Context: an optimization exercise on an open-source flow, tuned for small area and few clock cycles. The choices shown serve that exercise and are no tape-out recipe. At most, simulation tests tie the RTL to the original design; equivalence was not proved.

== try-maple ==
==> module weight_update_engine, before the edit <==
module weight_update_engine #(
  parameter int unsigned DATA_W = 16,
  parameter int unsigned FRAC_W = 8,
  parameter int unsigned LANES  = 4,
  parameter int unsigned DEPTH  = 64
) (
  input  logic                    i_clk,
  input  logic                    i_rst,
  input  logic                    i_start,
  input  logic                    i_mode,
  input  logic [DATA_W-1:0]       i_lr,
  input  logic                    i_in_valid,
  output logic                    o_in_ready,
  input  logic [LANES*DATA_W-1:0] i_w_old,
  input  logic [LANES*DATA_W-1:0] i_delta,
  output logic                    o_out_valid,
  input  logic                    i_out_ready,
  output logic [LANES*DATA_W-1:0] o_w_new,
  output logic                    o_busy,
  output logic                    o_done
);
  localparam int unsigned BEATS = DEPTH / LANES;
  localparam int unsigned CNT_W = $clog2(BEATS);
  logic              r_busy;
  logic [CNT_W-1:0]  r_cnt;
  logic [DATA_W-1:0] r_lr;
  logic w_fire;
  logic w_last;
  assign o_busy      = r_busy;
  assign o_in_ready  = r_busy && i_out_ready;
  assign o_out_valid = r_busy && i_in_valid;
  assign w_fire      = r_busy && i_in_valid && i_out_ready;
  assign w_last      = w_fire && (r_cnt == CNT_W'(BEATS - 1));
  assign o_done      = w_last;
  always_ff @(posedge i_clk) begin
    if (i_rst) begin
      r_busy <= 1'b0;
    end else if (!r_busy) begin
      r_busy <= i_start;
    end else if (w_last) begin
      r_busy <= 1'b0;
    end
  end
  always_ff @(posedge i_clk) begin
    if (!r_busy) begin
      r_cnt <= '0;
      r_lr  <= i_mode ? i_lr : {{(DATA_W-FRAC_W){1'b1}}, {FRAC_W{1'b0}}};
    end else if (w_fire) begin
      r_cnt <= r_cnt + CNT_W'(1);
    end
  end
  logic [7:0] w_neg, w_one, w_two;
  logic [16:0] w_lrx;
  assign w_lrx = {r_lr, 1'b0};
  always_comb begin
    for (int k = 0; k < 8; k++) begin
      w_neg[k] = !w_lrx[2*k+2] && (w_lrx[2*k+1] || w_lrx[2*k]);
      w_one[k] = w_lrx[2*k+1] ^ w_lrx[2*k];
      w_two[k] = (w_lrx[2*k+2] && !w_lrx[2*k+1] && !w_lrx[2*k])
              || (!w_lrx[2*k+2] && w_lrx[2*k+1] && w_lrx[2*k]);
    end
  end
  for (genvar g = 0; g < LANES; g++) begin : g_lane
    wue_lane u_lane (
      .d   (i_delta[g*DATA_W +: DATA_W]),
      .w   (i_w_old[g*DATA_W +: DATA_W]),
      .neg (w_neg),
      .one (w_one),
      .two (w_two),
      .r   (o_w_new[g*DATA_W +: DATA_W])
    );
  end
endmodule
clock: 8.5 ns
lec_check: 0
cap_margin: 20
core_margin: 2
core_utilization: 40
slew_margin: 20
synth_hierarchical: 1
standard.sh (not shown) runs the stock make flow with config.mk's settings and CLKGATE_MAP_FILE= SYNTH_SCRIPT=/design/flow/synth_recipe.tcl, a recipe that flattens the netlist after the stock synthesis.
==> flow/flow/run.sh <==
#!/bin/bash
# Standard layout, with the port buffers made from plain buffers instead of delay cells.
set -euo pipefail
bash standard.sh "BUFFER_PORTS_ARGS=-buffer_cell sky130_fd_sc_hd__buf_2" finish > standard.log 2>&1
[flow] try-maple | stages: complete | final checks: fail | reason: negative setup slack
For try-zinc, these inputs were changed with respect to try-maple:
==> flow/design.v, changed modules only <==
module weight_update_engine #(
  parameter int unsigned DATA_W = 16,
  parameter int unsigned FRAC_W = 8,
  parameter int unsigned LANES  = 4,
  parameter int unsigned DEPTH  = 64
) (
  input  logic                    i_clk,
  input  logic                    i_rst,
  input  logic                    i_start,
  input  logic                    i_mode,
  input  logic [DATA_W-1:0]       i_lr,
  input  logic                    i_in_valid,
  output logic                    o_in_ready,
  input  logic [LANES*DATA_W-1:0] i_w_old,
  input  logic [LANES*DATA_W-1:0] i_delta,
  output logic                    o_out_valid,
  input  logic                    i_out_ready,
  output logic [LANES*DATA_W-1:0] o_w_new,
  output logic                    o_busy,
  output logic                    o_done
);
  localparam int unsigned BEATS = DEPTH / LANES;
  localparam int unsigned CNT_W = $clog2(BEATS);
  logic                    r_busy;
  logic [CNT_W-1:0]        r_cnt;       
  logic [DATA_W-1:0]       r_lr;
  logic                    r_valid;
  logic [LANES*DATA_W-1:0] r_w_new;
  logic [LANES*DATA_W-1:0] w_w_new;
  logic w_in_fire;
  logic w_out_fire;
  logic w_cnt_last;
  logic w_last;
  assign w_cnt_last  = (r_cnt == CNT_W'(BEATS - 1));
  assign o_busy      = r_busy;
  assign o_in_ready  = r_busy && (!r_valid || (i_out_ready && !w_cnt_last));
  assign w_in_fire   = i_in_valid && o_in_ready;
  assign w_out_fire  = r_valid && i_out_ready;
  assign w_last      = w_out_fire && w_cnt_last;
  assign o_out_valid = r_valid;
  assign o_w_new     = r_w_new;
  assign o_done      = w_last;
  always_ff @(posedge i_clk) begin
    if (i_rst) begin
      r_busy <= 1'b0;
    end else if (!r_busy) begin
      r_busy <= i_start;
    end else if (w_last) begin
      r_busy <= 1'b0;
    end
  end
  always_ff @(posedge i_clk) begin
    if (i_rst) begin
      r_valid <= 1'b0;
    end else if (!r_valid || i_out_ready) begin
      r_valid <= w_in_fire;
    end
  end
  always_ff @(posedge i_clk) begin
    if (w_in_fire) r_w_new <= w_w_new;
  end
  always_ff @(posedge i_clk) begin
    if (!r_busy) begin
      r_cnt <= '0;
      r_lr  <= i_mode ? i_lr : {{(DATA_W-FRAC_W){1'b1}}, {FRAC_W{1'b0}}};
    end else if (w_out_fire) begin
      r_cnt <= r_cnt + CNT_W'(1);
    end
  end
  logic [7:0] w_neg, w_one, w_two;
  logic [16:0] w_lrx;
  assign w_lrx = {r_lr, 1'b0};
  always_comb begin
    for (int k = 0; k < 8; k++) begin
      w_neg[k] = !w_lrx[2*k+2] && (w_lrx[2*k+1] || w_lrx[2*k]);
      w_one[k] = w_lrx[2*k+1] ^ w_lrx[2*k];
      w_two[k] = (w_lrx[2*k+2] && !w_lrx[2*k+1] && !w_lrx[2*k])
              || (!w_lrx[2*k+2] && w_lrx[2*k+1] && w_lrx[2*k]);
    end
  end
  for (genvar g = 0; g < LANES; g++) begin : g_lane
    wue_lane u_lane (
      .d   (i_delta[g*DATA_W +: DATA_W]),
      .w   (i_w_old[g*DATA_W +: DATA_W]),
      .neg (w_neg),
      .one (w_one),
      .two (w_two),
      .r   (w_w_new[g*DATA_W +: DATA_W])
    );
  end
endmodule
Findings:
- try-zinc reached the final stage; the timing, DRC and antenna checks on its layout passed.
- try-zinc vs try-maple — placed cell count dropped by a few percent
- More vias were needed by try-maple than by try-zinc.
- Critical path class: flip-flop to flip-flop -> try-zinc, input pin to output pin -> try-maple
- The die area of try-zinc exceeds that of try-maple by 7.3%.
- The end of the critical path comes out r_w_new[19] in one run and o_w_new[7] in the other, namely in try-zinc and try-maple respectively.
- Per the comparison of try-zinc with try-maple, distinct cell type count of the synthesized netlist barely changed; total routed wirelength went down by about 2%; number of cells on the critical path went down.
No functional check of the RTL was part of any run of this note.

* * *

v6:
Another version of the RTL of weight_update_engine (not shown whole).
For scale: roughly 2900 cells after synthesis, ~86 flip-flops, ~220 I/O pins.
export LEC_CHECK = 0
export CAP_MARGIN = 20
export CORE_MARGIN = 2
export CORE_UTILIZATION = 40
export SLEW_MARGIN = 20
export SYNTH_HIERARCHICAL = 1
create_clock -name core_clock -period 8.5 [get_ports {i_clk}]
run.sh (not shown) runs the stock make flow with config.mk's settings and CLKGATE_MAP_FILE= SYNTH_SCRIPT=/design/flow/synth_recipe.tcl, a recipe that flattens the netlist after the stock synthesis.
Stock flow here: none of the scripts above is used.
v6 went all the way through synthesis, placement and routing and the layout is clean on timing, DRC and antenna.
Testbench counts of v6, summed over its fixed seeds: cycles 5,760.
Modified inputs, v7 compared to v6
--- a/flow/design.v
+++ b/flow/design.v
@@ -16,59 +16,41 @@
   output logic                    o_out_valid,
   input  logic                    i_out_ready,
   output logic [LANES*DATA_W-1:0] o_w_new,
   output logic                    o_busy,
   output logic                    o_done
 );
   localparam int unsigned BEATS = DEPTH / LANES;
   localparam int unsigned CNT_W = $clog2(BEATS);
-  logic                    r_busy;
-  logic [CNT_W-1:0]        r_cnt;       
-  logic [DATA_W-1:0]       r_lr;
-  logic                    r_valid;
-  logic [LANES*DATA_W-1:0] r_w_new;
-  logic [LANES*DATA_W-1:0] w_w_new;
-  logic w_in_fire;
-  logic w_out_fire;
-  logic w_cnt_last;
+  logic              r_busy;
+  logic [CNT_W-1:0]  r_cnt;
+  logic [DATA_W-1:0] r_lr;
+  logic w_fire;
   logic w_last;
-  assign w_cnt_last  = (r_cnt == CNT_W'(BEATS - 1));
   assign o_busy      = r_busy;
-  assign o_in_ready  = r_busy && (!r_valid || (i_out_ready && !w_cnt_last));
-  assign w_in_fire   = i_in_valid && o_in_ready;
-  assign w_out_fire  = r_valid && i_out_ready;
-  assign w_last      = w_out_fire && w_cnt_last;
-  assign o_out_valid = r_valid;
-  assign o_w_new     = r_w_new;
+  assign o_in_ready  = r_busy && i_out_ready;
+  assign o_out_valid = r_busy && i_in_valid;
+  assign w_fire      = r_busy && i_in_valid && i_out_ready;
+  assign w_last      = w_fire && (r_cnt == CNT_W'(BEATS - 1));
   assign o_done      = w_last;
   always_ff @(posedge i_clk) begin
     if (i_rst) begin
       r_busy <= 1'b0;
     end else if (!r_busy) begin
       r_busy <= i_start;
     end else if (w_last) begin
       r_busy <= 1'b0;
     end
   end
   always_ff @(posedge i_clk) begin
-    if (i_rst) begin
-      r_valid <= 1'b0;
-    end else if (!r_valid || i_out_ready) begin
-      r_valid <= w_in_fire;
-    end
-  end
-  always_ff @(posedge i_clk) begin
-    if (w_in_fire) r_w_new <= w_w_new;
-  end
-  always_ff @(posedge i_clk) begin
     if (!r_busy) begin
       r_cnt <= '0;
       r_lr  <= i_mode ? i_lr : {{(DATA_W-FRAC_W){1'b1}}, {FRAC_W{1'b0}}};
-    end else if (w_out_fire) begin
+    end else if (w_fire) begin
       r_cnt <= r_cnt + CNT_W'(1);
     end
   end
   logic [7:0] w_neg, w_one, w_two;
   logic [16:0] w_lrx;
   assign w_lrx = {r_lr, 1'b0};
   always_comb begin
     for (int k = 0; k < 8; k++) begin
@@ -80,17 +62,17 @@
   end
   for (genvar g = 0; g < LANES; g++) begin : g_lane
     wue_lane u_lane (
       .d   (i_delta[g*DATA_W +: DATA_W]),
       .w   (i_w_old[g*DATA_W +: DATA_W]),
       .neg (w_neg),
       .one (w_one),
       .two (w_two),
-      .r   (w_w_new[g*DATA_W +: DATA_W])
+      .r   (o_w_new[g*DATA_W +: DATA_W])
     );
   end
 endmodule
 module wue_lane (
   input  logic [15:0] d,
   input  logic [15:0] w,
   input  logic [7:0]  neg,
   input  logic [7:0]  one,
@@ -518,31 +500,24 @@
   wue_ha u_ha18 (.a(s255), .b(c250), .s(s257), .co(c258));
   wue_ha u_ha19 (.a(s259), .b(c256), .s(s261), .co(c262));
   wue_ha u_ha20 (.a(s263), .b(c260), .s(s265), .co(c266));
   wue_ha u_ha21 (.a(~pp7[15]), .b(c264), .s(s267), .co(c268));
   wue_ha u_ha22 (.a(~pp7[16]), .b(pp7[15]), .s(s269), .co(c270));
   logic [31:0] ra, rb, sum;
   assign ra = {c270, c268, c266, c262, c258, c252, c246, c238, c228, c216, c204, c190, c176, c160, c144, c128, c112, c96, c82, c68, s65, c44, c34, s31, c18, c12, c8, s5, c2, ~pp0[2], pp0[0], neg[0]};
   assign rb = {1'b0, s269, s267, s265, s261, s257, s251, s245, s237, s227, s215, s203, s189, s175, s159, s143, s127, s111, s95, s81, s67, s55, s43, s33, s23, s17, s11, s7, s3, s1, ~pp0[1], ~pp0[0]};
-  logic [23:0] lo;
-  logic [8:0]  hi0, hi1;
-  logic        ovf0, ovf1, ovf, sgn;
-  assign lo   = {1'b0, ra[22:0]} + {1'b0, rb[22:0]};
-  assign hi0  = ra[31:23] + rb[31:23] + 9'h100;
-  assign hi1  = ra[31:23] + rb[31:23] + 9'h100 + 9'h001;
-  assign ovf0 = (hi0 != 9'h000) && (hi0 != 9'h1ff);
-  assign ovf1 = (hi1 != 9'h000) && (hi1 != 9'h1ff);
-  assign ovf  = lo[23] ? ovf1 : ovf0;
-  assign sgn  = lo[23] ? hi1[8] : hi0[8];
+  assign sum = ra + rb + 32'h80000000;
   always_comb begin
-    if (ovf)
-      r = sgn ? 16'h8000 : 16'h7fff;
+    if (!sum[31] && (sum[30:23] != 8'h00))
+      r = 16'h7fff;
+    else if (sum[31] && (sum[30:23] != 8'hff))
+      r = 16'h8000;
     else
-      r = {ra[23] ^ rb[23] ^ lo[23], lo[22:8]};
+      r = sum[23:8];
   end
 endmodule
 module wue_ha (
   input  logic a,
   input  logic b,
   output logic s,
   output logic co
 );
==> comparison <==
Re global-route wire length before repair: v6 and v7 aren't equal, and the lower value belongs to v6. The standard cells in v7 occupy more silicon area than those in v6 do. From the logs: v7 reached the end of the flow and failed the layout checks with setup timing. From v6 to v7 the numbers moved as follows: cell count rose by about 20%, transition time of the tightest slew-check pin rose by 210 ps. Of the two values seen for start point of the critical path, i_delta[31] was produced by v6 and i_delta[6] by v7. Compared with v6, in v7 utilization went up 13 points, routed length on met2 moved up.
No functional check of the RTL was part of v7.

* * *

weight_update_engine, a different RTL version from the one above (not shown whole).
For scale: ~21 flip-flops.
clock: 8.5 ns
lec_check: 0
cap_margin: 20
core_margin: 2
core_utilization: 40
slew_margin: 20
synth_hierarchical: 1
standard.sh (not shown) runs the stock make flow with config.mk's settings and CLKGATE_MAP_FILE= SYNTH_SCRIPT=/design/flow/synth_recipe.tcl, a recipe that flattens the netlist after the stock synthesis.
Scripts as last shown in full above: flow/flow/run.sh
The first run ran to the end with violations: setup timing.
Change:
--- a/flow/design.v
+++ b/flow/design.v
@@ -498,35 +498,28 @@
   wue_ha u_ha16 (.a(c236), .b(s243), .s(s245), .co(c246));
   wue_ha u_ha17 (.a(s249), .b(c244), .s(s251), .co(c252));
   wue_ha u_ha18 (.a(s255), .b(c250), .s(s257), .co(c258));
   wue_ha u_ha19 (.a(s259), .b(c256), .s(s261), .co(c262));
   wue_ha u_ha20 (.a(s263), .b(c260), .s(s265), .co(c266));
   wue_ha u_ha21 (.a(~pp7[15]), .b(c264), .s(s267), .co(c268));
   wue_ha u_ha22 (.a(~pp7[16]), .b(pp7[15]), .s(s269), .co(c270));
   logic [31:0] ra, rb, sum;
   assign ra = {c270, c268, c266, c262, c258, c252, c246, c238, c228, c216, c204, c190, c176, c160, c144, c128, c112, c96, c82, c68, s65, c44, c34, s31, c18, c12, c8, s5, c2, ~pp0[2], pp0[0], neg[0]};
   assign rb = {1'b0, s269, s267, s265, s261, s257, s251, s245, s237, s227, s215, s203, s189, s175, s159, s143, s127, s111, s95, s81, s67, s55, s43, s33, s23, s17, s11, s7, s3, s1, ~pp0[1], ~pp0[0]};
-  logic [23:0] lo;
-  logic [8:0]  hi0, hi1;
-  logic        ovf0, ovf1, ovf, sgn;
-  assign lo   = {1'b0, ra[22:0]} + {1'b0, rb[22:0]};
-  assign hi0  = ra[31:23] + rb[31:23] + 9'h100;
-  assign hi1  = ra[31:23] + rb[31:23] + 9'h100 + 9'h001;
-  assign ovf0 = (hi0 != 9'h000) && (hi0 != 9'h1ff);
-  assign ovf1 = (hi1 != 9'h000) && (hi1 != 9'h1ff);
-  assign ovf  = lo[23] ? ovf1 : ovf0;
-  assign sgn  = lo[23] ? hi1[8] : hi0[8];
+  assign sum = ra + rb + 32'h80000000;
   always_comb begin
-    if (ovf)
-      r = sgn ? 16'h8000 : 16'h7fff;
+    if (!sum[31] && (sum[30:23] != 8'h00))
+      r = 16'h7fff;
+    else if (sum[31] && (sum[30:23] != 8'hff))
+      r = 16'h8000;
     else
-      r = {ra[23] ^ rb[23] ^ lo[23], lo[22:8]};
+      r = sum[23:8];
   end
 endmodule
 module wue_ha (
   input  logic a,
   input  logic b,
   output logic s,
   output logic co
 );
   assign s  = a ^ b;
   assign co = a & b;
The new run completed, yet does not pass: setup timing.
Utilization increases by 5.0 points.
First-iteration DRC count increases by a few percent.
Via count increases by roughly a tenth.
Wire length increases by roughly a tenth.
Sequential share of layout area decreases by 0.25 points.
Clock skew increases by 0.0035 ns.
Die area increases by a few percent.
Function was not checked in any run of this note: the RTL went through the layout flow alone.

==> what the ideal ports hide <==
No port has a modelled driver above. Below, the same layouts with a new extraction and two added sets of constraints.
Step 1 sets driving cells, clkbuf_16 on the clock port and buf_2 on the other inputs (assumed; they add their load-dependent delay and slew).
Step 2 moves the port delays by t, midway between the first and last clock arrival at a register: inputs arrive t later, outputs are due t later. That takes back most of the time a late clock gives input paths.
a / b / c = ideal ports / drivers / drivers and shift; a / b = the first two.
run | shift t [ns] | setup slack, ns | worst hold slack (ns) | latest minus earliest clock arrival (ns) | worst slew at a driven data input, ns
try-maple | 0.297 | -0.113 / -0.178 / -0.178 | 0.503 / 0.503 / 0.503 | 0.005 / 0.005 | 0.14
try-zinc | 0.454 | 1.155 / 1.155 / 0.811 | 0.503 / 0.503 / 0.503 | 0.017 / 0.016 | 0.09
v6 | 0.459 | 0.756 / 0.783 / 0.324 | 0.501 / 0.501 / 0.501 | 0.018 / 0.019 | 0.14
v7 | 0.332 | -0.449 / -0.494 / -0.485 | 0.494 / 0.494 / 0.494 | 0.024 / 0.024 | 0.09
the first run of note 3 | 0.309 | -0.122 / -0.169 / -0.169 | 0.489 / 0.489 / 0.489 | 0.013 / 0.013 | 0.09
the second run of note 3 | 0.328 | -0.091 / -0.165 / -0.165 | 0.479 / 0.479 / 0.479 | 0.017 / 0.017 | 0.17
The setup slack of v6, which loses most, moves by +0.027 ns with the drivers and by -0.432 ns with both steps.
